Context: an optimization exercise on an open-source flow, tuned for small area and a short achievable clock period. The choices shown serve that exercise and are no tape-out recipe. At most, simulation tests tie the RTL to the original design; equivalence was not proved. For run 1, only the layout was checked, not whether the RTL still works.

## flow/design.v (module list and top-level ports; edited modules follow where they fit)
// module isq_square_tree: 496 lines
// module isq_xmul_tree: 638 lines
// module isq_ymul_tree: 642 lines
// module csa_fa: 10 lines
// module csa_fa1: 9 lines
// module csa_ha: 9 lines
// module inv_sqrt_unit: 186 lines
// module pipe_reg: 16 lines
module inv_sqrt_unit #(
	parameter logic [9:0] PIPE = 10'b1111111111
) (
	input  logic clk,
	input  logic reset,
	input  logic in_valid,
	input  fp_pkg::int_t in_value,
	output logic out_valid,
	output fp_pkg::fp_t  out_fp,
	output fp_pkg::int_t out_fixed
);
  // ...
==> flow/flow/run.sh <==
#!/bin/bash
set -euo pipefail
export SETUP_SLACK_MARGIN=6.3
bash standard.sh > standard.log 2>&1
==> flow/standard.sh <==
#!/bin/bash
# synth_recipe.tcl (not shown) runs the flow's synth.tcl, then flattens the netlist and writes it again
# the make line also repeats each setting of config.mk as NAME=value (left out here)
make -C /OpenROAD-flow-scripts/flow DESIGN_CONFIG=/design/flow/config.mk WORK_HOME=/design/flow/orfs CLKGATE_MAP_FILE= SYNTH_SCRIPT=/design/flow/synth_recipe.tcl "${@:-finish}"
==> flow/config.mk <==
export PLATFORM = sky130hd
export DESIGN_NAME = inv_sqrt_unit
export DESIGN_NICKNAME = inv_sqrt_unit
export VERILOG_FILES = /design/flow/design.v
export SDC_FILE = /design/flow/constraint.sdc
export NUM_CORES = 4
export LEC_CHECK = 0
export CAP_MARGIN = 20
export CORE_MARGIN = 2
export CORE_UTILIZATION = 40
export SLEW_MARGIN = 20
export SYNTH_HIERARCHICAL = 1
export SYNTH_MINIMUM_KEEP_SIZE = 0
==> flow/constraint.sdc <==
create_clock -name core_clock -period 9.5 [get_ports {clk}]
set_input_delay 1.9000 -clock core_clock [delete_from_list [all_inputs] [get_ports {clk}]]
set_output_delay 1.9000 -clock core_clock [all_outputs]
set_load 0.01 [all_outputs]
==> impl_metrics.csv, run 1 <==
group,metric,value,unit
drt,dr.first_iter.drc_count,1383,
global_routing,grt_max_degree,44,
synth,netlist_instances,2886,
cells_and_area,finalNetCount,3346,
sta,relSlewSlack,30.9,%
global_routing,groute.usage.overall,17.8,%
sta,fmax,0.271,GHz
worst_setup_path,r2r-end,"u_c8.q[4]",
synth,yosysWarnings,16,
cts,root_buffer,"clkbuf_16",
min_path,hp-start,"u_c4.q[53]",
cells_and_area,syn_to_final_growth,11.2,%
cts,clock_tree.buffer_depth,3,
synth,syn-mean-instance-area,10.9,um2
cells_and_area,regArea,9000,um2
cells_and_area,num-nonclk-buffers,201,
cts,insertion_delay,0.60,ns
worst_setup_path,crit_type,"reg2reg",
global_routing,grtUsageMet1,23.1,%
placement,port_buffers,55,
worst_setup_path,endpoint,"u_c8.q[4]",
worst_setup_path,path_delay_family,"adder cells",
status,status,"no timing/DRC/antenna violations",
sta,setup_slack,5.81,ns
drt,topRoutingLayerUsed,"met4",
placement,place_area,31300,um2
worst_setup_path,path_cells,"a22oi_2 > xnor2_2 > fa_2 > fa_2 > fa_1 > fa_1 > ha_4 > a21oi_1 > nand2_1 > a221o_1 > a41o_1",
cts,htreeDepth,2,
cells_and_area,n_all_inverters,70,
cts,postCtsSetupRepairBufs,76,
worst_setup_path,cp_max_fo,8,
floorplan,rows,102,
cells_and_area,final_common_cell,"dfxtp_1",
global_routing,busiest_layer,"met2",
worst_setup_path,crit_path_max_incr_delay,0.55,ns
==> module isq_square_tree, before the edit <==
module isq_square_tree (
	input  logic [15:0] u,
	output logic [35:17] ra,
	output logic [35:17] rb,
	output logic ci
);
	logic w0;
	assign w0 = u[0] & u[1];
	logic w1;
	assign w1 = u[0] & u[2];
	logic w2;
	assign w2 = u[0] & u[3];
	logic w3;
	assign w3 = u[0] & u[4];
	logic w4;
	assign w4 = u[0] & u[5];
	logic w5;
	assign w5 = u[0] & u[6];
	logic w6;
	assign w6 = u[0] & u[7];
	logic w7;
	assign w7 = u[0] & u[8];
	logic w8;
	assign w8 = u[0] & u[9];
	logic w9;
	assign w9 = u[0] & u[10];
	logic w10;
	assign w10 = u[0] & u[11];
	logic w11;
	assign w11 = u[0] & u[12];
	logic w12;
	assign w12 = u[0] & u[13];
	logic w13;
	assign w13 = u[0] & u[14];
	logic w14;
	assign w14 = u[0] & u[15];
	logic w15;
	assign w15 = u[1] & u[2];
	logic w16;
	assign w16 = u[1] & u[3];
	logic w17;
	assign w17 = u[1] & u[4];
	logic w18;
	assign w18 = u[1] & u[5];
	logic w19;
	assign w19 = u[1] & u[6];
	logic w20;
	assign w20 = u[1] & u[7];
	logic w21;
	assign w21 = u[1] & u[8];
	logic w22;
	assign w22 = u[1] & u[9];
	logic w23;
	assign w23 = u[1] & u[10];
	logic w24;
	assign w24 = u[1] & u[11];
	logic w25;
	assign w25 = u[1] & u[12];
	logic w26;
	assign w26 = u[1] & u[13];
	logic w27;
	assign w27 = u[1] & u[14];
	logic w28;
	assign w28 = u[1] & u[15];
	logic w29;
	assign w29 = u[2] & u[3];
	logic w30;
	assign w30 = u[2] & u[4];
	logic w31;
	assign w31 = u[2] & u[5];
	logic w32;
	assign w32 = u[2] & u[6];
	logic w33;
	assign w33 = u[2] & u[7];
	logic w34;
	assign w34 = u[2] & u[8];
	logic w35;
	assign w35 = u[2] & u[9];
	logic w36;
	assign w36 = u[2] & u[10];
	logic w37;
	assign w37 = u[2] & u[11];
	logic w38;
	assign w38 = u[2] & u[12];
	logic w39;
	assign w39 = u[2] & u[13];
	logic w40;
	assign w40 = u[2] & u[14];
	logic w41;
	assign w41 = u[2] & u[15];
	logic w42;
	assign w42 = u[3] & u[4];
	logic w43;
	assign w43 = u[3] & u[5];
	logic w44;
	assign w44 = u[3] & u[6];
	logic w45;
	assign w45 = u[3] & u[7];
	logic w46;
	assign w46 = u[3] & u[8];
	logic w47;
	assign w47 = u[3] & u[9];
	logic w48;
	assign w48 = u[3] & u[10];
	logic w49;
	assign w49 = u[3] & u[11];
	logic w50;
	assign w50 = u[3] & u[12];
	logic w51;
	assign w51 = u[3] & u[13];
	logic w52;
	assign w52 = u[3] & u[14];
	logic w53;
	assign w53 = u[3] & u[15];
	logic w54;
	assign w54 = u[4] & u[5];
	logic w55;
	assign w55 = u[4] & u[6];
	logic w56;
	assign w56 = u[4] & u[7];
	logic w57;
	assign w57 = u[4] & u[8];
	logic w58;
	assign w58 = u[4] & u[9];
	logic w59;
	assign w59 = u[4] & u[10];
	logic w60;
	assign w60 = u[4] & u[11];
	logic w61;
	assign w61 = u[4] & u[12];
	logic w62;
	assign w62 = u[4] & u[13];
	logic w63;
	assign w63 = u[4] & u[14];
	logic w64;
	assign w64 = u[4] & u[15];
	logic w65;
	assign w65 = u[5] & u[6];
	logic w66;
	assign w66 = u[5] & u[7];
	logic w67;
	assign w67 = u[5] & u[8];
	logic w68;
	assign w68 = u[5] & u[9];
	logic w69;
	assign w69 = u[5] & u[10];
	logic w70;
	assign w70 = u[5] & u[11];
	logic w71;
	assign w71 = u[5] & u[12];
	logic w72;
	assign w72 = u[5] & u[13];
	logic w73;
	assign w73 = u[5] & u[14];
	logic w74;
	assign w74 = u[5] & u[15];
	logic w75;
	assign w75 = u[6] & u[7];
	logic w76;
	assign w76 = u[6] & u[8];
	logic w77;
	assign w77 = u[6] & u[9];
	logic w78;
	assign w78 = u[6] & u[10];
	logic w79;
	assign w79 = u[6] & u[11];
	logic w80;
	assign w80 = u[6] & u[12];
	logic w81;
	assign w81 = u[6] & u[13];
	logic w82;
	assign w82 = u[6] & u[14];
	logic w83;
	assign w83 = u[6] & u[15];
	logic w84;
	assign w84 = u[7] & u[8];
	logic w85;
	assign w85 = u[7] & u[9];
	logic w86;
	assign w86 = u[7] & u[10];
	logic w87;
	assign w87 = u[7] & u[11];
	logic w88;
	assign w88 = u[7] & u[12];
	logic w89;
	assign w89 = u[7] & u[13];
	logic w90;
	assign w90 = u[7] & u[14];
	logic w91;
	assign w91 = u[7] & u[15];
	logic w92;
	assign w92 = u[8] & u[9];
	logic w93;
	assign w93 = u[8] & u[10];
	logic w94;
	assign w94 = u[8] & u[11];
	logic w95;
	assign w95 = u[8] & u[12];
	logic w96;
	assign w96 = u[8] & u[13];
	logic w97;
	assign w97 = u[8] & u[14];
	logic w98;
	assign w98 = u[8] & u[15];
	logic w99;
	assign w99 = u[9] & u[10];
	logic w100;
	assign w100 = u[9] & u[11];
	logic w101;
	assign w101 = u[9] & u[12];
	logic w102;
	assign w102 = u[9] & u[13];
	logic w103;
	assign w103 = u[9] & u[14];
	logic w104;
	assign w104 = u[9] & u[15];
	logic w105;
	assign w105 = u[10] & u[11];
	logic w106;
	assign w106 = u[10] & u[12];
	logic w107;
	assign w107 = u[10] & u[13];
	logic w108;
	assign w108 = u[10] & u[14];
	logic w109;
	assign w109 = u[10] & u[15];
	logic w110;
	assign w110 = u[11] & u[12];
	logic w111;
	assign w111 = u[11] & u[13];
	logic w112;
	assign w112 = u[11] & u[14];
	logic w113;
	assign w113 = u[11] & u[15];
	logic w114;
	assign w114 = u[12] & u[13];
	logic w115;
	assign w115 = u[12] & u[14];
	logic w116;
	assign w116 = u[12] & u[15];
	logic w117;
	assign w117 = u[13] & u[14];
	logic w118;
	assign w118 = u[13] & u[15];
	logic w119;
	assign w119 = u[14] & u[15];
	logic s120, c120;
	assign s120 = ~u[8];
	assign c120 = u[8];
	logic s121, c121;
	csa_ha u_ha122 (.a(u[10]), .b(u[5]), .s(s121), .co(c121));
	logic s122, c122;
	csa_ha u_ha123 (.a(u[11]), .b(w22), .s(s122), .co(c122));
	logic s123, c123;
	csa_fa u_fa124 (.a(u[12]), .b(u[6]), .c(w10), .s(s123), .co(c123));
	logic s124, c124;
	csa_ha u_ha125 (.a(w23), .b(w35), .s(s124), .co(c124));
	logic s125, c125;
	csa_fa u_fa126 (.a(u[13]), .b(w11), .c(w24), .s(s125), .co(c125));
	logic s126, c126;
	csa_ha u_ha127 (.a(w36), .b(w47), .s(s126), .co(c126));
	logic s127, c127;
	csa_fa u_fa128 (.a(u[14]), .b(u[7]), .c(w12), .s(s127), .co(c127));
	logic s128, c128;
	csa_fa u_fa129 (.a(w25), .b(w37), .c(w48), .s(s128), .co(c128));
	logic s129, c129;
	csa_ha u_ha130 (.a(w58), .b(w67), .s(s129), .co(c129));
	logic s130, c130;
	csa_fa u_fa131 (.a(u[15]), .b(w13), .c(w26), .s(s130), .co(c130));
	logic s131, c131;
	csa_fa u_fa132 (.a(w38), .b(w49), .c(w59), .s(s131), .co(c131));
	logic s132, c132;
	csa_ha u_ha133 (.a(w68), .b(w76), .s(s132), .co(c132));
	logic s133, c133;
	csa_fa u_fa134 (.a(w14), .b(w27), .c(w39), .s(s133), .co(c133));
	logic s134, c134;
	csa_fa u_fa135 (.a(w50), .b(w60), .c(w69), .s(s134), .co(c134));
	logic s135, c135;
	csa_fa u_fa136 (.a(w77), .b(w84), .c(s120), .s(s135), .co(c135));
	logic s136, c136;
	csa_fa u_fa137 (.a(u[0]), .b(w28), .c(w40), .s(s136), .co(c136));
	logic s137, c137;
	csa_fa u_fa138 (.a(w51), .b(w61), .c(w70), .s(s137), .co(c137));
	logic s138, c138;
	csa_fa u_fa139 (.a(w78), .b(w85), .c(c120), .s(s138), .co(c138));
	logic s139, c139;
	csa_fa u_fa140 (.a(u[1]), .b(u[9]), .c(w41), .s(s139), .co(c139));
	logic s140, c140;
	csa_fa u_fa141 (.a(w52), .b(w62), .c(w71), .s(s140), .co(c140));
	logic s141, c141;
	csa_fa u_fa142 (.a(w79), .b(w86), .c(w92), .s(s141), .co(c141));
	logic s142, c142;
	csa_fa u_fa143 (.a(u[2]), .b(w53), .c(w63), .s(s142), .co(c142));
	logic s143, c143;
	csa_fa u_fa144 (.a(w72), .b(w80), .c(w87), .s(s143), .co(c143));
	logic s144, c144;
	csa_fa u_fa145 (.a(u[10]), .b(u[3]), .c(w64), .s(s144), .co(c144));
	logic s145, c145;
	csa_fa u_fa146 (.a(w73), .b(w81), .c(w88), .s(s145), .co(c145));
	logic s146, c146;
	csa_fa u_fa147 (.a(u[4]), .b(w100), .c(w74), .s(s146), .co(c146));
	logic s147, c147;
	csa_fa u_fa148 (.a(u[11]), .b(u[5]), .c(w101), .s(s147), .co(c147));
	logic s148, c148;
	csa_ha u_ha149 (.a(u[3]), .b(u[6]), .s(s148), .co(c148));
	logic s149, c149;
	csa_ha u_ha150 (.a(u[7]), .b(w18), .s(s149), .co(c149));
	logic s150, c150;
	csa_fa u_fa151 (.a(u[4]), .b(u[8]), .c(w19), .s(s150), .co(c150));
	logic s151, c151;
	csa_ha u_ha152 (.a(w31), .b(w42), .s(s151), .co(c151));
	logic s152, c152;
	csa_fa u_fa153 (.a(u[9]), .b(w20), .c(w32), .s(s152), .co(c152));
	logic s153, c153;
	csa_ha u_ha154 (.a(w43), .b(w7), .s(s153), .co(c153));
	logic s154, c154;
	csa_fa u_fa155 (.a(w21), .b(w33), .c(w44), .s(s154), .co(c154));
	logic s155, c155;
	csa_fa u_fa156 (.a(w54), .b(w8), .c(s121), .s(s155), .co(c155));
	logic s156, c156;
	csa_fa u_fa157 (.a(w34), .b(w45), .c(w55), .s(s156), .co(c156));
	logic s157, c157;
	csa_fa u_fa158 (.a(w9), .b(c121), .c(s122), .s(s157), .co(c157));
	logic s158, c158;
	csa_fa u_fa159 (.a(w46), .b(w56), .c(w65), .s(s158), .co(c158));
	logic s159, c159;
	csa_fa u_fa160 (.a(c122), .b(s124), .c(s123), .s(s159), .co(c159));
	logic s160, c160;
	csa_fa u_fa161 (.a(w57), .b(w66), .c(c124), .s(s160), .co(c160));
	logic s161, c161;
	csa_fa u_fa162 (.a(s126), .b(c123), .c(s125), .s(s161), .co(c161));
	logic s162, c162;
	csa_fa u_fa163 (.a(w75), .b(c126), .c(s129), .s(s162), .co(c162));
	logic s163, c163;
	csa_fa u_fa164 (.a(c125), .b(s127), .c(s128), .s(s163), .co(c163));
	logic s164, c164;
	csa_fa u_fa165 (.a(c129), .b(s132), .c(c127), .s(s164), .co(c164));
	logic s165, c165;
	csa_fa u_fa166 (.a(c128), .b(s130), .c(s131), .s(s165), .co(c165));
	logic s166, c166;
	csa_fa u_fa167 (.a(c132), .b(c130), .c(c131), .s(s166), .co(c166));
	logic s167, c167;
	csa_fa u_fa168 (.a(s133), .b(s134), .c(s135), .s(s167), .co(c167));
	logic s168, c168;
	csa_fa u_fa169 (.a(c133), .b(c134), .c(s136), .s(s168), .co(c168));
	logic s169, c169;
	csa_fa u_fa170 (.a(s137), .b(c135), .c(s138), .s(s169), .co(c169));
	logic s170, c170;
	csa_fa u_fa171 (.a(c136), .b(c137), .c(s139), .s(s170), .co(c170));
	logic s171, c171;
	csa_fa u_fa172 (.a(s140), .b(s141), .c(c138), .s(s171), .co(c171));
	logic s172, c172;
	csa_fa u_fa173 (.a(w93), .b(c139), .c(c140), .s(s172), .co(c172));
	logic s173, c173;
	csa_fa u_fa174 (.a(c141), .b(s142), .c(s143), .s(s173), .co(c173));
	logic s174, c174;
	csa_fa u_fa175 (.a(w94), .b(w99), .c(c142), .s(s174), .co(c174));
	logic s175, c175;
	csa_fa u_fa176 (.a(c143), .b(s144), .c(s145), .s(s175), .co(c175));
	logic s176, c176;
	csa_fa u_fa177 (.a(w82), .b(w89), .c(w95), .s(s176), .co(c176));
	logic s177, c177;
	csa_fa u_fa178 (.a(c144), .b(c145), .c(s146), .s(s177), .co(c177));
	logic s178, c178;
	csa_fa u_fa179 (.a(w105), .b(w83), .c(w90), .s(s178), .co(c178));
	logic s179, c179;
	csa_fa u_fa180 (.a(w96), .b(c146), .c(s147), .s(s179), .co(c179));
	logic s180, c180;
	csa_fa u_fa181 (.a(u[6]), .b(w102), .c(w106), .s(s180), .co(c180));
	logic s181, c181;
	csa_fa u_fa182 (.a(w91), .b(w97), .c(c147), .s(s181), .co(c181));
	logic s182, c182;
	csa_fa u_fa183 (.a(u[12]), .b(u[7]), .c(w103), .s(s182), .co(c182));
	logic s183, c183;
	csa_fa u_fa184 (.a(w107), .b(w110), .c(w98), .s(s183), .co(c183));
	logic s184, c184;
	csa_fa u_fa185 (.a(u[8]), .b(w104), .c(w108), .s(s184), .co(c184));
	logic s185, c185;
	csa_fa u_fa186 (.a(u[13]), .b(u[9]), .c(w109), .s(s185), .co(c185));
	logic s186, c186;
	csa_ha u_ha187 (.a(u[2]), .b(u[4]), .s(s186), .co(c186));
	logic s187, c187;
	csa_ha u_ha188 (.a(u[5]), .b(w16), .s(s187), .co(c187));
	logic s188, c188;
	csa_fa u_fa189 (.a(w17), .b(w29), .c(w4), .s(s188), .co(c188));
	logic s189, c189;
	csa_fa u_fa190 (.a(w30), .b(w5), .c(c148), .s(s189), .co(c189));
	logic s190, c190;
	csa_fa u_fa191 (.a(w6), .b(c149), .c(s151), .s(s190), .co(c190));
	logic s191, c191;
	csa_fa u_fa192 (.a(c151), .b(s153), .c(c150), .s(s191), .co(c191));
	logic s192, c192;
	csa_fa u_fa193 (.a(c153), .b(c152), .c(s154), .s(s192), .co(c192));
	logic s193, c193;
	csa_fa u_fa194 (.a(c154), .b(s156), .c(c155), .s(s193), .co(c193));
	logic s194, c194;
	csa_fa u_fa195 (.a(c156), .b(s158), .c(c157), .s(s194), .co(c194));
	logic s195, c195;
	csa_fa u_fa196 (.a(c158), .b(s160), .c(c159), .s(s195), .co(c195));
	logic s196, c196;
	csa_fa u_fa197 (.a(c160), .b(s162), .c(c161), .s(s196), .co(c196));
	logic s197, c197;
	csa_fa u_fa198 (.a(c162), .b(c163), .c(s164), .s(s197), .co(c197));
	logic s198, c198;
	csa_fa u_fa199 (.a(c164), .b(c165), .c(s166), .s(s198), .co(c198));
	logic s199, c199;
	csa_fa u_fa200 (.a(c166), .b(s168), .c(c167), .s(s199), .co(c199));
	logic s200, c200;
	csa_fa u_fa201 (.a(c168), .b(s170), .c(c169), .s(s200), .co(c200));
	logic s201, c201;
	csa_fa u_fa202 (.a(c170), .b(s172), .c(s173), .s(s201), .co(c201));
	logic s202, c202;
	csa_fa u_fa203 (.a(c172), .b(c173), .c(s174), .s(s202), .co(c202));
	logic s203, c203;
	csa_fa u_fa204 (.a(s176), .b(c174), .c(c175), .s(s203), .co(c203));
	logic s204, c204;
	csa_fa u_fa205 (.a(c176), .b(s178), .c(c177), .s(s204), .co(c204));
	logic s205, c205;
	csa_fa u_fa206 (.a(c178), .b(s180), .c(c179), .s(s205), .co(c205));
	logic s206, c206;
	csa_fa u_fa207 (.a(c180), .b(s182), .c(s183), .s(s206), .co(c206));
	logic s207, c207;
	csa_fa u_fa208 (.a(w111), .b(c182), .c(c183), .s(s207), .co(c207));
	logic s208, c208;
	csa_fa u_fa209 (.a(w112), .b(w114), .c(c184), .s(s208), .co(c208));
	logic s209, c209;
	csa_fa u_fa210 (.a(u[10]), .b(w113), .c(w115), .s(s209), .co(c209));
	logic s210, c210;
	csa_fa u_fa211 (.a(u[11]), .b(u[14]), .c(w116), .s(s210), .co(c210));
	logic s211, c211;
	csa_ha u_ha212 (.a(u[1]), .b(u[2]), .s(s211), .co(c211));
	logic s212, c212;
	csa_ha u_ha213 (.a(u[3]), .b(w1), .s(s212), .co(c212));
	logic s213, c213;
	csa_fa u_fa214 (.a(w15), .b(w2), .c(s186), .s(s213), .co(c213));
	logic s214, c214;
	csa_fa u_fa215 (.a(w3), .b(c186), .c(s187), .s(s214), .co(c214));
	logic s215, c215;
	csa_fa u_fa216 (.a(s148), .b(c187), .c(s188), .s(s215), .co(c215));
	logic s216, c216;
	csa_fa u_fa217 (.a(s149), .b(c188), .c(s189), .s(s216), .co(c216));
	logic s217, c217;
	csa_fa u_fa218 (.a(s150), .b(c189), .c(s190), .s(s217), .co(c217));
	logic s218, c218;
	csa_fa u_fa219 (.a(s152), .b(c190), .c(s191), .s(s218), .co(c218));
	logic s219, c219;
	csa_fa u_fa220 (.a(s155), .b(c191), .c(s192), .s(s219), .co(c219));
	logic s220, c220;
	csa_fa u_fa221 (.a(s157), .b(c192), .c(s193), .s(s220), .co(c220));
	logic s221, c221;
	csa_fa u_fa222 (.a(s159), .b(c193), .c(s194), .s(s221), .co(c221));
	logic s222, c222;
	csa_fa u_fa223 (.a(s161), .b(c194), .c(s195), .s(s222), .co(c222));
	logic s223, c223;
	csa_fa u_fa224 (.a(s163), .b(c195), .c(s196), .s(s223), .co(c223));
	logic s224, c224;
	csa_fa u_fa225 (.a(s165), .b(c196), .c(s197), .s(s224), .co(c224));
	logic s225, c225;
	csa_fa u_fa226 (.a(s167), .b(c197), .c(s198), .s(s225), .co(c225));
	logic s226, c226;
	csa_fa u_fa227 (.a(s169), .b(c198), .c(s199), .s(s226), .co(c226));
	logic s227, c227;
	csa_fa u_fa228 (.a(s171), .b(c199), .c(s200), .s(s227), .co(c227));
	logic s228, c228;
	csa_fa u_fa229 (.a(c171), .b(s201), .c(c200), .s(s228), .co(c228));
	logic s229, c229;
	csa_fa u_fa230 (.a(s175), .b(c201), .c(s202), .s(s229), .co(c229));
	logic s230, c230;
	csa_fa u_fa231 (.a(s177), .b(c202), .c(s203), .s(s230), .co(c230));
	logic s231, c231;
	csa_fa u_fa232 (.a(s179), .b(c203), .c(s204), .s(s231), .co(c231));
	logic s232, c232;
	csa_fa u_fa233 (.a(s181), .b(c204), .c(s205), .s(s232), .co(c232));
	logic s233, c233;
	csa_fa u_fa234 (.a(c181), .b(s206), .c(c205), .s(s233), .co(c233));
	logic s234, c234;
	csa_fa u_fa235 (.a(s184), .b(c206), .c(s207), .s(s234), .co(c234));
	logic s235, c235;
	csa_fa u_fa236 (.a(s185), .b(c207), .c(s208), .s(s235), .co(c235));
	logic s236, c236;
	csa_fa u_fa237 (.a(c185), .b(s209), .c(c208), .s(s236), .co(c236));
	logic s237, c237;
	csa_fa u_fa238 (.a(w117), .b(c209), .c(s210), .s(s237), .co(c237));
	logic s238, c238;
	csa_fa u_fa239 (.a(u[12]), .b(w118), .c(c210), .s(s238), .co(c238));
	logic s239, c239;
	csa_fa u_fa240 (.a(u[13]), .b(u[15]), .c(w119), .s(s239), .co(c239));
	logic [16:0] lo_a, lo_b;
	logic [17:0] lo_sum;
	assign ra = {1'b0, 1'b1, c239, c238, c237, c236, c235, c234, c233, c232, c231, c230, c229, c228, c227, c226, c225, c224, c223};
	assign rb = {1'b0, u[15], u[14], s239, s238, s237, s236, s235, s234, s233, s232, s231, s230, s229, s228, s227, s226, s225, s224};
	assign lo_a = {c222, c221, c220, c219, c218, c217, c216, c215, c214, c213, c212, c211, s211, u[0], 1'b0, 1'b0, 1'b1};
	assign lo_b = {s223, s222, s221, s220, s219, s218, s217, s216, s215, s214, s213, s212, w0, u[1], 1'b0, 1'b0, 1'b0};
	assign lo_sum = {1'b0, lo_a} + {1'b0, lo_b};
	assign ci = lo_sum[17];
endmodule
==> module inv_sqrt_unit, before the edit <==
module inv_sqrt_unit #(
	parameter logic [9:0] PIPE = 10'b1111111111
) (
	input  logic clk,
	input  logic reset,
	input  logic in_valid,
	input  fp_pkg::int_t in_value,
	output logic out_valid,
	output fp_pkg::fp_t  out_fp,
	output fp_pkg::int_t out_fixed
);
	localparam int LAT = 1 + PIPE[0] + PIPE[1] + PIPE[2] + PIPE[3] + PIPE[4] +
		PIPE[5] + PIPE[6] + PIPE[7] + PIPE[8] + PIPE[9];
	logic [15:0] x;
	pipe_reg #(.W(16), .EN(PIPE[0])) u_c0 (.clk(clk), .d(in_value), .q(x));
	logic [15:0] n8, n4, n2, n1;
	logic [3:0]  lz;
	assign lz[3] = (x[15:8] == '0);
	assign n8 = lz[3] ? {x[7:0], 8'd0} : x;
	assign lz[2] = (n8[15:12] == '0);
	assign n4 = lz[2] ? {n8[11:0], 4'd0} : n8;
	assign lz[1] = (n4[15:14] == '0);
	assign n2 = lz[1] ? {n4[13:0], 2'd0} : n4;
	assign lz[0] = ~n2[15];
	assign n1 = lz[0] ? {n2[14:0], 1'b0} : n2;
	logic [14:0] a_m;
	logic [3:0]  a_p;
	pipe_reg #(.W(15+4), .EN(PIPE[1])) u_c1 (.clk(clk),
		.d({n1[14:0], ~lz}), .q({a_m, a_p}));
	logic        e0;
	logic [15:0] sub;
	logic [15:0] a_u;
	logic        a_b1;
	logic        a_t1;
	logic [3:0]  a_c;
	logic        a_z0;
	logic        a_zn;
	assign e0 = ~a_p[0];
	assign sub = {e0, a_m};
	assign a_u = 16'd28339 - sub;
	assign a_b1 = (sub > 16'd28339);
	assign a_t1 = a_b1 | (sub <= 16'd1193);
	assign a_c = 4'(({1'b0, a_p} + 5'd1) >> 1) + {3'd0, a_b1};
	assign a_z0 = (~a_b1 & ~e0 & ~a_t1) | (a_b1 & e0);
	assign a_zn = a_b1 & ~e0;
	logic [15:0] b_u;
	logic [3:0]  b_c;
	logic        b_t1, b_z0, b_zn;
	pipe_reg #(.W(16+4+3), .EN(PIPE[2])) u_c2 (.clk(clk),
		.d({a_u, a_c, a_t1, a_z0, a_zn}),
		.q({b_u, b_c, b_t1, b_z0, b_zn}));
	logic [35:17] b_ra, b_rb;
	logic         b_ci;
	isq_square_tree u_square (.u(b_u), .ra(b_ra), .rb(b_rb), .ci(b_ci));
	logic [35:17] c_ra, c_rb;
	logic         c_ci;
	logic [15:0]  c_u;
	logic [3:0]   c_c;
	logic         c_t1, c_z0, c_zn;
	pipe_reg #(.W(19+19+1+16+4+3), .EN(PIPE[3])) u_c3 (.clk(clk),
		.d({b_ra, b_rb, b_ci, b_u, b_c, b_t1, b_z0, b_zn}),
		.q({c_ra, c_rb, c_ci, c_u, c_c, c_t1, c_z0, c_zn}));
	logic [35:16] c_p1;
	logic [16:0]  c_ysq;
	assign c_p1 = {c_ra, 1'b1} + {c_rb, c_ci};
	assign c_ysq = c_t1 ? c_p1[34:18] : c_p1[33:17];
	logic [15:0]  c_sub;
	logic [14:0]  c_m;
	assign c_sub = 16'd28339 - c_u;
	assign c_m = c_sub[14:0];
	logic [16:-1] c_mb;
	logic [7:0]   c_mone, c_mtwo;
	logic [6:0]   c_mneg;
	assign c_mb = {2'b01, c_m, 1'b0};
	always_comb begin
		for (int k = 0; k < 8; k++) begin
			c_mone[k] = c_mb[2*k] ^ c_mb[2*k-1];
			c_mtwo[k] = (c_mb[2*k+1] & ~c_mb[2*k] & ~c_mb[2*k-1]) |
				(~c_mb[2*k+1] & c_mb[2*k] & c_mb[2*k-1]);
		end
		for (int k = 0; k < 7; k++) begin
			c_mneg[k] = c_mb[2*k+1];
		end
	end
	logic [15:0] d_u;
	logic [7:0]  d_mone, d_mtwo;
	logic [6:0]  d_mneg;
	logic [16:0] d_ysq;
	logic [3:0]  d_c;
	logic        d_z0, d_zn;
	pipe_reg #(.W(16+23+17+4+2), .EN(PIPE[4])) u_c4 (.clk(clk),
		.d({c_u, c_mone, c_mtwo, c_mneg, c_ysq, c_c, c_z0, c_zn}),
		.q({d_u, d_mone, d_mtwo, d_mneg, d_ysq, d_c, d_z0, d_zn}));
	logic [33:15] d_ra, d_rb;
	logic         d_ci;
	isq_xmul_tree u_xmul (.s(d_ysq), .one(d_mone), .two(d_mtwo), .neg(d_mneg),
		.ra(d_ra), .rb(d_rb), .ci(d_ci));
	logic [33:15] e_ra, e_rb;
	logic         e_ci;
	logic [15:0]  e_u;
	logic [3:0]   e_c;
	logic         e_z0, e_zn;
	pipe_reg #(.W(19+19+1+16+4+2), .EN(PIPE[5])) u_c5 (.clk(clk),
		.d({d_ra, d_rb, d_ci, d_u, d_c, d_z0, d_zn}),
		.q({e_ra, e_rb, e_ci, e_u, e_c, e_z0, e_zn}));
	logic [33:14] e_q;
	logic         e_t2;
	logic [16:0]  e_xs;
	logic         e_d2;
	assign e_q = {e_ra, 1'b1} + {e_rb, e_ci};
	assign e_t2 = e_q[33];
	assign e_xs = e_t2 ? e_q[32:16] : e_q[31:15];
	assign e_d2 = (e_z0 & ~e_t2) | (e_zn & e_t2);
	logic [15:0] f_u;
	logic [16:0] f_xs;
	logic [3:0]  f_c;
	logic        f_d2;
	pipe_reg #(.W(16+17+4+1), .EN(PIPE[6])) u_c6 (.clk(clk),
		.d({e_u, e_xs, e_c, e_d2}),
		.q({f_u, f_xs, f_c, f_d2}));
	logic [15:0] f_negx;
	logic [14:0] f_d;
	assign f_negx = 16'd0 - f_xs[15:0];
	assign f_d = f_d2 ? {f_negx[15:2], 1'b0} : {f_negx[14:1], f_xs[0]};
	logic [15:-1] f_db;
	logic [7:0]   f_done, f_dtwo, f_dneg;
	assign f_db = {f_d[14], f_d, 1'b0};
	always_comb begin
		for (int k = 0; k < 8; k++) begin
			f_done[k] = f_db[2*k] ^ f_db[2*k-1];
			f_dtwo[k] = (f_db[2*k+1] & ~f_db[2*k] & ~f_db[2*k-1]) |
				(~f_db[2*k+1] & f_db[2*k] & f_db[2*k-1]);
			f_dneg[k] = f_db[2*k+1];
		end
	end
	logic [15:0] g_u;
	logic [7:0]  g_done, g_dtwo, g_dneg;
	logic [3:0]  g_c;
	pipe_reg #(.W(16+24+4), .EN(PIPE[7])) u_c7 (.clk(clk),
		.d({f_u, f_done, f_dtwo, f_dneg, f_c}),
		.q({g_u, g_done, g_dtwo, g_dneg, g_c}));
	logic [36:17] g_ra, g_rb;
	logic         g_ci;
	isq_ymul_tree u_ymul (.u(g_u), .one(g_done), .two(g_dtwo), .neg(g_dneg),
		.ra(g_ra), .rb(g_rb), .ci(g_ci));
	logic [36:17] h_ra, h_rb;
	logic         h_ci;
	logic [3:0]   h_c;
	pipe_reg #(.W(20+20+1+4), .EN(PIPE[8])) u_c8 (.clk(clk),
		.d({g_ra, g_rb, g_ci, g_c}),
		.q({h_ra, h_rb, h_ci, h_c}));
	logic [36:16] h_wf;
	logic [36:17] h_w;
	assign h_wf = {h_ra, 1'b1} + {h_rb, h_ci};
	assign h_w = h_wf[36:17];
	logic [36:17] i_w;
	logic [3:0]   i_c;
	pipe_reg #(.W(20+4), .EN(PIPE[9])) u_c9 (.clk(clk),
		.d({h_w, h_c}),
		.q({i_w, i_c}));
	logic [17:0] i_frac;
	logic [3:0]  i_exp;
	logic [19:0] i_fix;
	assign i_frac = i_w[36] ? i_w[35:18] : i_w[34:17];
	assign i_exp = 4'd15 - i_c + {3'd0, i_w[36]};
	assign i_fix = i_w >> (5'd4 + {1'b0, i_c});
	logic [LAT-1:0] vpipe;
	always_ff @(posedge clk) begin
		if (reset) begin
			vpipe <= '0;
		end else begin
			vpipe <= {vpipe[LAT-2:0], in_valid};
		end
	end
	assign out_valid = vpipe[LAT-1];
	logic [3:0]  o_exp;
	logic [17:0] o_frac;
	logic [13:0] o_fix;
	always_ff @(posedge clk) begin
		o_exp <= i_exp;
		o_frac <= i_frac;
		o_fix <= i_fix[13:0];
	end
	assign out_fp = {5'b00111, o_exp, o_frac};
	assign out_fixed = {2'b00, o_fix};
endmodule
==> inputs of run 2 (changes only) <==
--- a/flow/design.v
+++ b/flow/design.v
@@ -8,18 +8,18 @@
 	typedef logic [FP_WIDTH-1:0] fp_t;
 	typedef logic [INT_WIDTH-1:0] int_t;
 endpackage
 `default_nettype wire
 `timescale 1ns/10ps
 `default_nettype none
 module isq_square_tree (
 	input  logic [15:0] u,
-	output logic [35:17] ra,
-	output logic [35:17] rb,
+	output logic [35:13] ra,
+	output logic [35:13] rb,
 	output logic ci
 );
 	logic w0;
 	assign w0 = u[0] & u[1];
 	logic w1;
 	assign w1 = u[0] & u[2];
 	logic w2;
 	assign w2 = u[0] & u[3];
@@ -493,32 +493,32 @@
 	logic s236, c236;
 	csa_fa u_fa237 (.a(c185), .b(s209), .c(c208), .s(s236), .co(c236));
 	logic s237, c237;
 	csa_fa u_fa238 (.a(w117), .b(c209), .c(s210), .s(s237), .co(c237));
 	logic s238, c238;
 	csa_fa u_fa239 (.a(u[12]), .b(w118), .c(c210), .s(s238), .co(c238));
 	logic s239, c239;
 	csa_fa u_fa240 (.a(u[13]), .b(u[15]), .c(w119), .s(s239), .co(c239));
-	logic [16:0] lo_a, lo_b;
-	logic [17:0] lo_sum;
-	assign ra = {1'b0, 1'b1, c239, c238, c237, c236, c235, c234, c233, c232, c231, c230, c229, c228, c227, c226, c225, c224, c223};
-	assign rb = {1'b0, u[15], u[14], s239, s238, s237, s236, s235, s234, s233, s232, s231, s230, s229, s228, s227, s226, s225, s224};
-	assign lo_a = {c222, c221, c220, c219, c218, c217, c216, c215, c214, c213, c212, c211, s211, u[0], 1'b0, 1'b0, 1'b1};
-	assign lo_b = {s223, s222, s221, s220, s219, s218, s217, s216, s215, s214, s213, s212, w0, u[1], 1'b0, 1'b0, 1'b0};
+	logic [12:0] lo_a, lo_b;
+	logic [13:0] lo_sum;
+	assign ra = {1'b0, 1'b1, c239, c238, c237, c236, c235, c234, c233, c232, c231, c230, c229, c228, c227, c226, c225, c224, c223, c222, c221, c220, c219};
+	assign rb = {1'b0, u[15], u[14], s239, s238, s237, s236, s235, s234, s233, s232, s231, s230, s229, s228, s227, s226, s225, s224, s223, s222, s221, s220};
+	assign lo_a = {c218, c217, c216, c215, c214, c213, c212, c211, s211, u[0], 1'b0, 1'b0, 1'b1};
+	assign lo_b = {s219, s218, s217, s216, s215, s214, s213, s212, w0, u[1], 1'b0, 1'b0, 1'b0};
 	assign lo_sum = {1'b0, lo_a} + {1'b0, lo_b};
-	assign ci = lo_sum[17];
+	assign ci = lo_sum[13];
 endmodule
 module isq_xmul_tree (
 	input  logic [16:0] s,
 	input  logic [7:0] one,
 	input  logic [7:0] two,
 	input  logic [6:0] neg,
-	output logic [33:15] ra,
-	output logic [33:15] rb,
+	output logic [33:11] ra,
+	output logic [33:11] rb,
 	output logic ci
 );
 	logic w0;
 	assign w0 = ((one[0] & s[0])) ^ neg[0];
 	logic w1;
 	assign w1 = ((one[0] & s[1]) | (two[0] & s[0])) ^ neg[0];
 	logic w2;
 	assign w2 = ((one[0] & s[2]) | (two[0] & s[1])) ^ neg[0];
@@ -1131,32 +1131,32 @@
 	csa_fa u_fa304 (.a(c244), .b(s272), .c(c271), .s(s303), .co(c303));
 	logic s304, c304;
 	csa_fa u_fa305 (.a(c245), .b(s273), .c(c272), .s(s304), .co(c304));
 	logic s305, c305;
 	csa_fa u_fa306 (.a(w158), .b(s274), .c(c273), .s(s305), .co(c305));
 	logic s306, c306;
 	assign s306 = ~c274;
 	assign c306 = c274;
-	logic [14:0] lo_a, lo_b;
-	logic [15:0] lo_sum;
-	assign ra = {c305, c304, c303, c302, c301, c300, c299, c298, c297, c296, c295, c294, c293, c292, c291, c290, c289, c288, c287};
-	assign rb = {s306, s305, s304, s303, s302, s301, s300, s299, s298, s297, s296, s295, s294, s293, s292, s291, s290, s289, s288};
-	assign lo_a = {c286, c285, c284, c283, c282, c281, c280, c279, c278, c277, c276, c275, s275, w1, neg[0]};
-	assign lo_b = {s287, s286, s285, s284, s283, s282, s281, s280, s279, s278, s277, s276, w20, 1'b0, w0};
+	logic [10:0] lo_a, lo_b;
+	logic [11:0] lo_sum;
+	assign ra = {c305, c304, c303, c302, c301, c300, c299, c298, c297, c296, c295, c294, c293, c292, c291, c290, c289, c288, c287, c286, c285, c284, c283};
+	assign rb = {s306, s305, s304, s303, s302, s301, s300, s299, s298, s297, s296, s295, s294, s293, s292, s291, s290, s289, s288, s287, s286, s285, s284};
+	assign lo_a = {c282, c281, c280, c279, c278, c277, c276, c275, s275, w1, neg[0]};
+	assign lo_b = {s283, s282, s281, s280, s279, s278, s277, s276, w20, 1'b0, w0};
 	assign lo_sum = {1'b0, lo_a} + {1'b0, lo_b};
-	assign ci = lo_sum[15];
+	assign ci = lo_sum[11];
 endmodule
 module isq_ymul_tree (
 	input  logic [15:0] u,
 	input  logic [7:0] one,
 	input  logic [7:0] two,
 	input  logic [7:0] neg,
-	output logic [36:17] ra,
-	output logic [36:17] rb,
+	output logic [36:12] ra,
+	output logic [36:12] rb,
 	output logic ci
 );
 	logic w0;
 	assign w0 = (one[0]) ^ neg[0];
 	logic w1;
 	assign w1 = ((one[0] & u[0]) | two[0]) ^ neg[0];
 	logic w2;
 	assign w2 = ((one[0] & u[1]) | (two[0] & u[0])) ^ neg[0];
@@ -1773,24 +1773,24 @@
 	csa_fa u_fa306 (.a(c246), .b(s274), .c(c273), .s(s305), .co(c305));
 	logic s306, c306;
 	csa_fa u_fa307 (.a(w158), .b(s275), .c(c274), .s(s306), .co(c306));
 	logic s307, c307;
 	csa_fa u_fa308 (.a(u[14]), .b(w159), .c(c275), .s(s307), .co(c307));
 	logic s308, c308;
 	assign s308 = ~u[15];
 	assign c308 = u[15];
-	logic [16:0] lo_a, lo_b;
-	logic [17:0] lo_sum;
-	assign ra = {1'b0, c308, c307, c306, c305, c304, c303, c302, c301, c300, c299, c298, c297, c296, c295, c294, c293, c292, c291, c290};
-	assign rb = {1'b0, 1'b0, s308, s307, s306, s305, s304, s303, s302, s301, s300, s299, s298, s297, s296, s295, s294, s293, s292, s291};
-	assign lo_a = {c289, c288, c287, c286, c285, c284, c283, c282, c281, c280, c279, c278, c277, c276, s276, w1, neg[0]};
-	assign lo_b = {s290, s289, s288, s287, s286, s285, s284, s283, s282, s281, s280, s279, s278, s277, w20, 1'b0, w0};
+	logic [11:0] lo_a, lo_b;
+	logic [12:0] lo_sum;
+	assign ra = {1'b0, c308, c307, c306, c305, c304, c303, c302, c301, c300, c299, c298, c297, c296, c295, c294, c293, c292, c291, c290, c289, c288, c287, c286, c285};
+	assign rb = {1'b0, 1'b0, s308, s307, s306, s305, s304, s303, s302, s301, s300, s299, s298, s297, s296, s295, s294, s293, s292, s291, s290, s289, s288, s287, s286};
+	assign lo_a = {c284, c283, c282, c281, c280, c279, c278, c277, c276, s276, w1, neg[0]};
+	assign lo_b = {s285, s284, s283, s282, s281, s280, s279, s278, s277, w20, 1'b0, w0};
 	assign lo_sum = {1'b0, lo_a} + {1'b0, lo_b};
-	assign ci = lo_sum[17];
+	assign ci = lo_sum[12];
 endmodule
 module csa_fa (
 	input  logic a,
 	input  logic b,
 	input  logic c,
 	output logic s,
 	output logic co
 );
@@ -1859,40 +1859,38 @@
 	assign sub = {e0, a_m};
 	assign a_u = 16'd28339 - sub;
 	assign a_b1 = (sub > 16'd28339);
 	assign a_t1 = a_b1 | (sub <= 16'd1193);
 	assign a_c = 4'(({1'b0, a_p} + 5'd1) >> 1) + {3'd0, a_b1};
 	assign a_z0 = (~a_b1 & ~e0 & ~a_t1) | (a_b1 & e0);
 	assign a_zn = a_b1 & ~e0;
 	logic [15:0] b_u;
+	logic [14:0] b_m;
 	logic [3:0]  b_c;
 	logic        b_t1, b_z0, b_zn;
-	pipe_reg #(.W(16+4+3), .EN(PIPE[2])) u_c2 (.clk(clk),
-		.d({a_u, a_c, a_t1, a_z0, a_zn}),
-		.q({b_u, b_c, b_t1, b_z0, b_zn}));
-	logic [35:17] b_ra, b_rb;
+	pipe_reg #(.W(16+15+4+3), .EN(PIPE[2])) u_c2 (.clk(clk),
+		.d({a_u, a_m, a_c, a_t1, a_z0, a_zn}),
+		.q({b_u, b_m, b_c, b_t1, b_z0, b_zn}));
+	logic [35:13] b_ra, b_rb;
 	logic         b_ci;
 	isq_square_tree u_square (.u(b_u), .ra(b_ra), .rb(b_rb), .ci(b_ci));
-	logic [35:17] c_ra, c_rb;
+	logic [35:13] c_ra, c_rb;
 	logic         c_ci;
 	logic [15:0]  c_u;
+	logic [14:0]  c_m;
 	logic [3:0]   c_c;
 	logic         c_t1, c_z0, c_zn;
-	pipe_reg #(.W(19+19+1+16+4+3), .EN(PIPE[3])) u_c3 (.clk(clk),
-		.d({b_ra, b_rb, b_ci, b_u, b_c, b_t1, b_z0, b_zn}),
-		.q({c_ra, c_rb, c_ci, c_u, c_c, c_t1, c_z0, c_zn}));
-	logic [35:16] c_p1;
+	pipe_reg #(.W(23+23+1+16+15+4+3), .EN(PIPE[3])) u_c3 (.clk(clk),
+		.d({b_ra, b_rb, b_ci, b_u, b_m, b_c, b_t1, b_z0, b_zn}),
+		.q({c_ra, c_rb, c_ci, c_u, c_m, c_c, c_t1, c_z0, c_zn}));
+	logic [35:12] c_p1;
 	logic [16:0]  c_ysq;
 	assign c_p1 = {c_ra, 1'b1} + {c_rb, c_ci};
 	assign c_ysq = c_t1 ? c_p1[34:18] : c_p1[33:17];
-	logic [15:0]  c_sub;
-	logic [14:0]  c_m;
-	assign c_sub = 16'd28339 - c_u;
-	assign c_m = c_sub[14:0];
 	logic [16:-1] c_mb;
 	logic [7:0]   c_mone, c_mtwo;
 	logic [6:0]   c_mneg;
 	assign c_mb = {2'b01, c_m, 1'b0};
 	always_comb begin
 		for (int k = 0; k < 8; k++) begin
 			c_mone[k] = c_mb[2*k] ^ c_mb[2*k-1];
 			c_mtwo[k] = (c_mb[2*k+1] & ~c_mb[2*k] & ~c_mb[2*k-1]) |
@@ -1906,47 +1904,49 @@
 	logic [7:0]  d_mone, d_mtwo;
 	logic [6:0]  d_mneg;
 	logic [16:0] d_ysq;
 	logic [3:0]  d_c;
 	logic        d_z0, d_zn;
 	pipe_reg #(.W(16+23+17+4+2), .EN(PIPE[4])) u_c4 (.clk(clk),
 		.d({c_u, c_mone, c_mtwo, c_mneg, c_ysq, c_c, c_z0, c_zn}),
 		.q({d_u, d_mone, d_mtwo, d_mneg, d_ysq, d_c, d_z0, d_zn}));
-	logic [33:15] d_ra, d_rb;
+	logic [33:11] d_ra, d_rb;
 	logic         d_ci;
 	isq_xmul_tree u_xmul (.s(d_ysq), .one(d_mone), .two(d_mtwo), .neg(d_mneg),
 		.ra(d_ra), .rb(d_rb), .ci(d_ci));
-	logic [33:15] e_ra, e_rb;
+	logic [33:11] e_ra, e_rb;
 	logic         e_ci;
 	logic [15:0]  e_u;
 	logic [3:0]   e_c;
 	logic         e_z0, e_zn;
-	pipe_reg #(.W(19+19+1+16+4+2), .EN(PIPE[5])) u_c5 (.clk(clk),
+	pipe_reg #(.W(23+23+1+16+4+2), .EN(PIPE[5])) u_c5 (.clk(clk),
 		.d({d_ra, d_rb, d_ci, d_u, d_c, d_z0, d_zn}),
 		.q({e_ra, e_rb, e_ci, e_u, e_c, e_z0, e_zn}));
-	logic [33:14] e_q;
+	logic [33:10] e_q;
 	logic         e_t2;
 	logic [16:0]  e_xs;
 	logic         e_d2;
 	assign e_q = {e_ra, 1'b1} + {e_rb, e_ci};
 	assign e_t2 = e_q[33];
 	assign e_xs = e_t2 ? e_q[32:16] : e_q[31:15];
 	assign e_d2 = (e_z0 & ~e_t2) | (e_zn & e_t2);
 	logic [15:0] f_u;
 	logic [16:0] f_xs;
 	logic [3:0]  f_c;
 	logic        f_d2;
 	pipe_reg #(.W(16+17+4+1), .EN(PIPE[6])) u_c6 (.clk(clk),
 		.d({e_u, e_xs, e_c, e_d2}),
 		.q({f_u, f_xs, f_c, f_d2}));
-	logic [15:0] f_negx;
+	logic [17:0] f_h;
+	logic [17:0] f_dfull;
 	logic [14:0] f_d;
-	assign f_negx = 16'd0 - f_xs[15:0];
-	assign f_d = f_d2 ? {f_negx[15:2], 1'b0} : {f_negx[14:1], f_xs[0]};
+	assign f_h = f_d2 ? 18'(({2'b01, f_xs} + 19'd1) >> 1) : {1'b1, f_xs};
+	assign f_dfull = 18'd131072 - f_h;
+	assign f_d = {f_dfull[14:1], f_dfull[0] & f_dfull[17]};
 	logic [15:-1] f_db;
 	logic [7:0]   f_done, f_dtwo, f_dneg;
 	assign f_db = {f_d[14], f_d, 1'b0};
 	always_comb begin
 		for (int k = 0; k < 8; k++) begin
 			f_done[k] = f_db[2*k] ^ f_db[2*k-1];
 			f_dtwo[k] = (f_db[2*k+1] & ~f_db[2*k] & ~f_db[2*k-1]) |
 				(~f_db[2*k+1] & f_db[2*k] & f_db[2*k-1]);
@@ -1954,27 +1954,27 @@
 		end
 	end
 	logic [15:0] g_u;
 	logic [7:0]  g_done, g_dtwo, g_dneg;
 	logic [3:0]  g_c;
 	pipe_reg #(.W(16+24+4), .EN(PIPE[7])) u_c7 (.clk(clk),
 		.d({f_u, f_done, f_dtwo, f_dneg, f_c}),
 		.q({g_u, g_done, g_dtwo, g_dneg, g_c}));
-	logic [36:17] g_ra, g_rb;
+	logic [36:12] g_ra, g_rb;
 	logic         g_ci;
 	isq_ymul_tree u_ymul (.u(g_u), .one(g_done), .two(g_dtwo), .neg(g_dneg),
 		.ra(g_ra), .rb(g_rb), .ci(g_ci));
-	logic [36:17] h_ra, h_rb;
+	logic [36:12] h_ra, h_rb;
 	logic         h_ci;
 	logic [3:0]   h_c;
-	pipe_reg #(.W(20+20+1+4), .EN(PIPE[8])) u_c8 (.clk(clk),
+	pipe_reg #(.W(25+25+1+4), .EN(PIPE[8])) u_c8 (.clk(clk),
 		.d({g_ra, g_rb, g_ci, g_c}),
 		.q({h_ra, h_rb, h_ci, h_c}));
-	logic [36:16] h_wf;
+	logic [36:11] h_wf;
 	logic [36:17] h_w;
 	assign h_wf = {h_ra, 1'b1} + {h_rb, h_ci};
 	assign h_w = h_wf[36:17];
 	logic [36:17] i_w;
 	logic [3:0]   i_c;
 	pipe_reg #(.W(20+4), .EN(PIPE[9])) u_c9 (.clk(clk),
 		.d({h_w, h_c}),
 		.q({i_w, i_c}));
==> flow/flow/run.sh (replaced) <==
#!/bin/bash
set -euo pipefail
export SETUP_SLACK_MARGIN=5.5
bash standard.sh > standard.log 2>&1
==> run 2 against run 1 <==
  * Critical path depth fell by 1
  * Wire length fell by 1.4%
  * Clock skew fell by 0.0061 ns
  * Register-to-register slack improved by 0.09 ns
  * First-iteration DRC count fell by 5.6%
  * Sequential share of layout area rose by 3.2 points
  * Global-route usage fell by 0.87 points
==> impl_metrics.csv, run 2 <==
group,metric,value,unit
drt,topRoutingLayerUsed,"met4",
drt,dr.first_iter.drc_count,1306,
min_path,min_path_type,"reg2reg",
drt,met3_wirelength,4350,um
sta,hold_ws,0.311,ns
worst_setup_path,cp_max_fo,17,
cells_and_area,largest_reg_flops,83,
drt,met2WireLength,34400,um
floorplan,core_region_area,80700,um2
synth,syn_area,32700,um2
worst_setup_path,crit_start,"u_c7.q[33]",
cts,cts_tree,"built",
cells_and_area,n_antenna_cell,0,
global_routing,grt_max_degree,36,
sta,fin_setup_tns,0,ns
cells_and_area,final_common_cell,"dfxtp_1",
cts,clock-sinks,495,
sta,tightest_slew,1.08,ns
global_routing,overflow,0,
placement,port_buffers,55,
cells_and_area,multiInputGateArea,20100,um2
drt,post-route-drc-count,0,
worst_setup_path,crit_type,"reg2reg",
global_routing,antenna_found_initial,5,
cts,cts_hold_buf,0,
cells_and_area,syn_to_final_growth,4.71,%
global_routing,first_global_vias,21900,
worst_setup_path,worst-r2r-setup-slack,5.90,ns
drt,wl_per_cell,18.4,um
cells_and_area,top_register,"u_c3.q",
floorplan,die_h,290,um
sta,rsz0062_at_grt,"no",
synth,netlist_instances,2995,
sta,setup_slack,5.90,ns
drt,postRouteAntennaNets,0,
cells_and_area,finish.instance_area,34200,um2
cells_and_area,finalNetCount,3304,
global_routing,grt_pass1_wl,115000,um
placement,pre_cts_ws,5.86,ns
worst_setup_path,cp-end-kind,"register",
sta,final.setup_skew,0.0199,ns
floorplan,die_w,290,um
placement,gp_congestion,0.865,
drt,vias,20900,
worst_setup_path,rr_startpoint,"u_c7.q[33]",
worst_setup_path,required,9.99,ns
worst_setup_path,endpoint,"u_c8.q[4]",
cells_and_area,regArea,9910,um2
cts,cts_buffers,52,
cts,htreeDepth,2,
sta,relSlewSlack,27.8,%
job,cap_violations,0,
sta,maxSlewViolCount,0,
synth,syn-mean-instance-area,10.9,um2
global_routing,groute.usage.overall,17.0,%
cts,insertion_delay,0.62,ns
floorplan,rows,104,
synth,yosysWarnings,16,
cells_and_area,final_cell_mix,"491 x dfxtp_1, 354 x fa_1, 299 x xnor2_1",
worst_setup_path,critPathArrivalTime,4.10,ns
floorplan,die_area,83900,um2
sta,fin_crit,3.60,ns
cts,path_clk_slew,0.06,ns
drt,drt_pass1_iterations,6,
status,status,"no timing/DRC/antenna violations",
sta,fmax,0.278,GHz
floorplan,ioPinCount,63,
placement,place_area,32400,um2
sta,fin_crit_sh,37.9,%
worst_setup_path,start_kind,"register",
drt,drt_wl_total,71300,um
placement,place_hpwl,50500,um
drt,vias_per_cell,5.39,
cells_and_area,reg_top3,"u_c3.q (83), u_c5.q (69), u_c4.q (62)",
cts,root_buffer,"clkbuf_16",
worst_setup_path,r2r-end,"u_c8.q[4]",
cts,postCtsSetupRepairBufs,0,
worst_setup_path,r2r_cells,10,
sta,finalHoldViolCount,0,
cts,clock_tree.buffer_depth,3,
floorplan,initial_core_util,40.5,%
drt,wl_met1,30300,um
cts,post_cts_resized,0,
sta,finalSetupViolations,0,
cells_and_area,n_fill_cell,7582,
cells_and_area,drive_gt1_share,7.14,%
==> run 2: routing by layer <==
layer / vias up / GRT usage (%)
met1: 10400 / 21.8
li1: 9632 / -
met3: 155 / 2.88
met4: 0 / 6.32
met5: - / 0
met2: 699 / 28.7
==> run 2: per-stage QoR <==
step           util (%)  std cells
5_1_grt            42.4       3876
3_5_place_dp       40.1       3781
3_3_place_gp       40.1       3781
6_report           42.4       3876
2_1_floorplan         -       3009
4_1_cts            42.4       3876
==> run 2: layout make-up <==
cell class                      count  area share [%]
Clock inverter                     27            1.18
Timing Repair Buffer               77            2.09
Clock buffer                       68            4.19
Tap cell                         1060            3.88
Multi-Input combinational cell   2080            58.9
Inverter                           69           0.757
Sequential cell                   495            29.0
==> run 2: worst min path at each step <==
stage,from,to,slack (ns),depth (start not counted)
finish,u_c6.q[31],u_c7.q[37],0.31,0
global route,u_c6.q[31],u_c7.q[37],0.31,0
CTS,u_c6.q[31],u_c7.q[37],0.31,0
detailed placement,u_c4.q[54],u_c5.q[14],0.31,0
global placement,u_c3.q[26],u_c4.q[50],0.31,0
floorplan,u_c2.q[0],u_c3.q[0],0.31,0
==> run 2: worst max-delay path: stages (launching register included) <==
cell and delay [ns]:
dfxtp_1 0.86, a22oi_1 0.22, xnor2_1 0.19, fa_1 0.44, fa_1 0.51, fa_1 0.42
ha_1 0.31, a21o_1 0.16, a21o_1 0.18, a21oi_1 0.13, o21ai_1 0.07
==> inputs of run 3 (changes only) <==
==> flow/flow/run.sh (replaced) <==
#!/bin/bash
set -euo pipefail
export SETUP_SLACK_MARGIN=6.3
bash standard.sh > standard.log 2>&1
==> run 3 against run 2 <==
  * Clock skew up 0.0062 ns
  * Synthesized cell count unchanged
  * Area after synthesis unchanged
  * Highest routed layer unchanged
  * Non-clock buffer count is 31 higher
  * Worst hold slack improved by 0.0071 ns
  * Still clean on timing, DRC and antenna
  * Critical endpoint is now u_c3.q[38]
  * Sequential cell count unchanged
  * Sequential share of layout area is 0.26 points higher
  * First-iteration DRC count increased by 4.5%
  * Global-route usage is 0.066 points higher
==> impl_metrics.csv, run 3 <==
group,metric,value,unit
floorplan,rows,104,
worst_setup_path,required,10.00,ns
worst_setup_path,critPathArrivalTime,3.69,ns
drt,vias_per_cell,5.31,
sta,rsz0062_at_grt,"yes",
cells_and_area,final_cell_mix,"420 x dfxtp_1, 354 x fa_1, 298 x xnor2_1",
sta,finalSetupViolations,0,
synth,syn_area,32700,um2
worst_setup_path,start_kind,"register",
placement,port_buffers,55,
worst_setup_path,r2r-end,"u_c3.q[38]",
drt,drt_wl_total,71500,um
sta,tightest_slew,0.967,ns
global_routing,grt_max_degree,39,
worst_setup_path,r2r_cells,9,
cells_and_area,top_register,"u_c3.q",
sta,relSlewSlack,35.4,%
sta,fin_crit,3.19,ns
min_path,hold_end,"u_c7.q[34]",
cts,clock-sinks,495,
floorplan,core_region_area,80700,um2
cts,insertion_delay,0.62,ns
synth,yosysWarnings,16,
cts,htreeDepth,2,
cts,cts_hold_buf,0,
min_path,min_path_type,"reg2reg",
job,cap_violations,0,
cts,path_clk_slew,0.07,ns
sta,final.setup_skew,0.0261,ns
global_routing,grt_pass1_wl,116000,um
sta,fmax,0.314,GHz
sta,fin_setup_tns,0,ns
synth,syn-mean-instance-area,10.9,um2
cells_and_area,final_common_cell,"dfxtp_1",
sta,maxSlewViolCount,0,
drt,wl_per_cell,18.3,um
status,status,"no timing/DRC/antenna violations",
drt,post-route-drc-count,0,
global_routing,first_global_vias,22000,
worst_setup_path,rr_startpoint,"u_c2.q[28]",
placement,place_hpwl,50100,um
placement,gp_congestion,0.847,
cts,clock_tree.buffer_depth,3,
floorplan,die_area,83900,um2
cells_and_area,n_antenna_cell,0,
floorplan,die_h,290,um
synth,netlist_instances,2995,
global_routing,overflow,0,
cells_and_area,largest_reg_flops,83,
cells_and_area,drive_gt1_share,11.1,%
floorplan,initial_core_util,40.5,%
floorplan,ioPinCount,63,
cts,root_buffer,"clkbuf_16",
cts,cts_tree,"built",
floorplan,die_w,290,um
drt,dr.first_iter.drc_count,1365,
worst_setup_path,cp-end-kind,"register",
drt,drt_pass1_iterations,8,
drt,vias,20800,
cts,cts_buffers,54,
global_routing,antenna_found_initial,2,
cells_and_area,reg_top3,"u_c3.q (83), u_c5.q (69), u_c4.q (62)",
cells_and_area,postLayoutCoreUtil,42.9,%
sta,finalHoldViolCount,0,
worst_setup_path,worst-r2r-setup-slack,6.31,ns
sta,hold_ws,0.319,ns
global_routing,groute.usage.overall,17.0,%
drt,postRouteAntennaNets,0,
cells_and_area,syn_to_final_growth,5.90,%
worst_setup_path,crit_type,"reg2reg",
worst_setup_path,cp_max_fo,15,
cells_and_area,finalNetCount,3337,
min_path,hp-start,"u_c6.q[28]",
min_path,hold_depth,0,
sta,fin_crit_sh,33.6,%
==> run 3: changes by cell type in the layout (fill, tap and decap cells not counted), sizes merged <==
cell / before / now
buf: 22 / 53
bufinv: 7 / 1
clkbuf: 68 / 69
clkdlybuf4s50: 55 / 18
clkinv: 14 / 18
clkinvlp: 4 / 7
dlygate4sd2: 0 / 37
==> run 3: stage by stage <==
step,std cells,setup WS [ns],area (um2)
after detailed placement,3787,5.84,32400
after CTS,3884,6.23,34200
after global routing,3909,6.23,34600
after global placement,3787,5.82,32400
after floorplan,3009,6.32,32700
final,3909,6.31,34600
==> run 3: repair_timing <==
item,4_1_cts,5_1_grt
endpoints found under the setup margin,98,20
setup buffers,0,25
pin swaps,0,8
gates resized for setup,113,71
==> run 3: layer usage <==
layer	part of all wire [%]	wire length, um	global-route usage [%]	vias up
li1	-	-	-	9697
met1	43	30800	21.7	10300
met2	49	35100	29.6	620
met3	5.2	3680	2.57	122
met4	2.7	1920	5.59	0
met5	0	0	0	-
==> run 3: worst max-delay path: stages, from the launching register on <==
cell	delay, ns
dfxtp_2	0.33
buf_12	0.14
and2_4	0.16
fa_1	0.56
fa_1	0.46
fa_1	0.54
ha_1	0.33
nand2_2	0.06
a211o_1	0.24
o221ai_2	0.24
==> run 3: final cells by class <==
class                   instances  area (um2)
flip-flops and latches        495       10100
well taps                    1060        1330
repair buffers                108         981
multi-input cells            2080       20200
inverters                      69         259
clock buffers                  69        1480
fillers                      7587       46100
clock inverters                28         239
==> run 3: worst max-delay path by stage <==
stage / end / cells after the start / startpoint
6_report: u_c3.q[38] / 9 / u_c2.q[28]
3_5_place_dp: u_c8.q[4] / 9 / u_c7.q[5]
4_1_cts: u_c8.q[4] / 9 / u_c7.q[5]
2_1_floorplan: u_c8.q[4] / 12 / u_c7.q[31]
5_1_grt: u_c8.q[4] / 9 / u_c7.q[15]
3_3_place_gp: u_c8.q[4] / 9 / u_c7.q[5]
==> inputs of run 4 (changes only) <==
==> flow/flow/run.sh (replaced) <==
#!/bin/bash
set -euo pipefail
export SETUP_SLACK_MARGIN=6.8
bash standard.sh > standard.log 2>&1
==> run 4 against run 3 <==
  * Still clean
  * Sequential cell count unchanged
  * Sequential share of layout area down 3.6 points
  * Synthesized cell count is the same
  * Wire length is 16% higher
  * Worst hold slack got worse by 0.015 ns
  * Setup slack improved by 0.20 ns
  * Via count is 8.7% higher
  * Largest cell class unchanged
==> impl_metrics.csv, run 4 <==
group,metric,value,unit
worst_setup_path,required,9.98,ns
sta,fin_crit,2.99,ns
drt,wl_per_cell,19.6,um
placement,placedCellCount,3775,
global_routing,groute.usage.overall,19.4,%
sta,fin_crit_sh,31.5,%
job,cap_violations,0,
sta,relSlewSlack,34.1,%
floorplan,initial_core_util,40.5,%
cts,clock_tree.buffer_depth,3,
synth,syn_area,32700,um2
floorplan,die_area,83900,um2
drt,dr.first_iter.drc_count,1419,
status,status,"no timing/DRC/antenna violations",
placement,place_area,32900,um2
cts,root_buffer,"clkbuf_16",
min_path,min_path_type,"reg2reg",
cells_and_area,reg_top3,"u_c3.q (83), u_c5.q (69), u_c4.q (62)",
sta,hold_ws,0.304,ns
cts,insertion_delay,0.63,ns
cts,cts_buffers,53,
global_routing,grt_max_degree,36,
drt,drt_wl_total,82700,um
cells_and_area,finish.instance_area,40100,um2
cells_and_area,largest_reg_flops,83,
floorplan,core_region_area,80700,um2
cts,clock-sinks,495,
cells_and_area,final_common_cell,"dfxtp_1",
sta,final.setup_skew,0.0372,ns
synth,yosysWarnings,16,
global_routing,first_global_vias,23900,
floorplan,ioPinCount,63,
drt,postRouteAntennaNets,0,
sta,rsz0062_at_grt,"yes",
drt,vias,22600,
sta,tightest_slew,0.987,ns
sta,finalSetupViolations,0,
placement,pre_cts_ws,5.88,ns
floorplan,die_h,290,um
floorplan,die_w,290,um
sta,maxSlewViolCount,0,
drt,post-route-drc-count,0,
cells_and_area,postLayoutCoreUtil,49.7,%
worst_setup_path,critPathArrivalTime,3.47,ns
global_routing,overflow,0,
global_routing,antenna_found_initial,1,
worst_setup_path,cp-end-kind,"register",
cells_and_area,instances_no_fill,4217,
sta,fmax,0.335,GHz
global_routing,grt_pass1_wl,129000,um
cells_and_area,top_register,"u_c3.q",
cells_and_area,syn_to_final_growth,22.7,%
worst_setup_path,cp_max_fo,7,
cells_and_area,drive_gt1_share,35.1,%
synth,netlist_instances,2995,
worst_setup_path,crit_type,"reg2reg",
placement,gp_congestion,0.862,
synth,syn-mean-instance-area,10.9,um2
cts,cts_tree,"built",
cts,htreeDepth,2,
worst_setup_path,r2r_cells,9,
placement,place_hpwl,51700,um
worst_setup_path,start_kind,"register",
drt,vias_per_cell,5.36,
cells_and_area,n_fill_cell,7007,
cts,path_clk_slew,0.07,ns
placement,port_buffers,55,
sta,finalHoldViolCount,0,
cells_and_area,finalNetCount,3640,
sta,fin_setup_tns,0,ns
min_path,hold_depth,0,
sta,setup_slack,6.51,ns
drt,drt_pass1_iterations,8,
floorplan,rows,104,
cells_and_area,final_cell_mix,"381 x dfxtp_1, 250 x xnor2_1, 236 x buf_4",
run 4: worst paths after layout:
path / slack (ns) / startpoint / to
worst min-delay path: 0.30 / u_c2.q[1] / u_c3.q[1]
worst max-delay path: 6.51 / u_c7.q[33] / u_c8.q[4]
worst max register to register: 6.51 / u_c7.q[33] / u_c8.q[4]
worst min register to register: 0.30 / u_c2.q[1] / u_c3.q[1]
run 4: final cells by class:
cell class	count	area [um2]	share of cell area (%)
inverters	69	259	0.647
well taps	1060	1330	3.31
repair buffers	412	4070	10.2
diodes	2	5.00	0.0125
multi-input cells	2080	22300	55.7
flip-flops and latches	495	10300	25.6
clock buffers	67	1430	3.57
clock inverters	32	378	0.943
run 4: routing by layer:
metal	GRT usage, %	vias to the layer above	part of all wire [%]
li1	-	10300	-
met1	24.2	11400	42
met2	33.8	678	50
met3	2.92	196	4.9
met4	6.99	2	3.4
met5	0	-	0.016
run 4: timing repair:
| action | 4_1_cts | 5_1_grt |
|---|---|---|
| endpoints found under the setup margin | 186 | 162 |
| buffers inserted | 240 | 97 |
| pin swaps | 163 | 149 |
| hold buffers | 0 | 0 |
| gates cloned | 4 | 0 |
| gates resized for setup | 536 | 204 |
run 4: worst max-delay path, stage by stage, from the launching register on:
cell and delay, ns:
dfxtp_4 0.39, a22oi_2 0.23, xnor2_2 0.11, fa_1 0.58, fa_1 0.44, fa_1 0.54, ha_4 0.21, a21o_1 0.15
a21oi_1 0.14, o21ai_1 0.08

## re-timing with driven ports
How much do the figures lean on ideal ports? The routed layouts below were timed once more, with nothing changed but the port constraints. Step 1 (the two cells are an assumption about what drives the block):
set clk [get_ports {clk}]
set_driving_cell -lib_cell sky130_fd_sc_hd__clkbuf_16 $clk
set_driving_cell -lib_cell sky130_fd_sc_hd__buf_2 [delete_from_list [all_inputs] $clk]
Step 2 times the ports against the registers' clock, not the clock port: input delays grow and output delays shrink by t, the midpoint of the rising clock arrivals with the driver on. a / b / c = no drivers / after step 1 / after step 2; a / b = the first two.
run | t, ns | setup slack, ns | hold WS [ns] | cell pins on the clock port's net
run 1 | 0.642 | 5.806 / 5.806 / 5.806 | 0.314 / 0.314 / 0.314 | 1
run 2 | 0.669 | 5.897 / 5.897 / 5.897 | 0.311 / 0.311 / 0.311 | 1
run 3 | 0.665 | 6.311 / 6.311 / 6.311 | 0.319 / 0.319 / 0.319 | 1
run 4 | 0.674 | 6.512 / 6.482 / 6.512 | 0.304 / 0.304 / 0.304 | 1
After both steps every run listed still meets setup and hold.
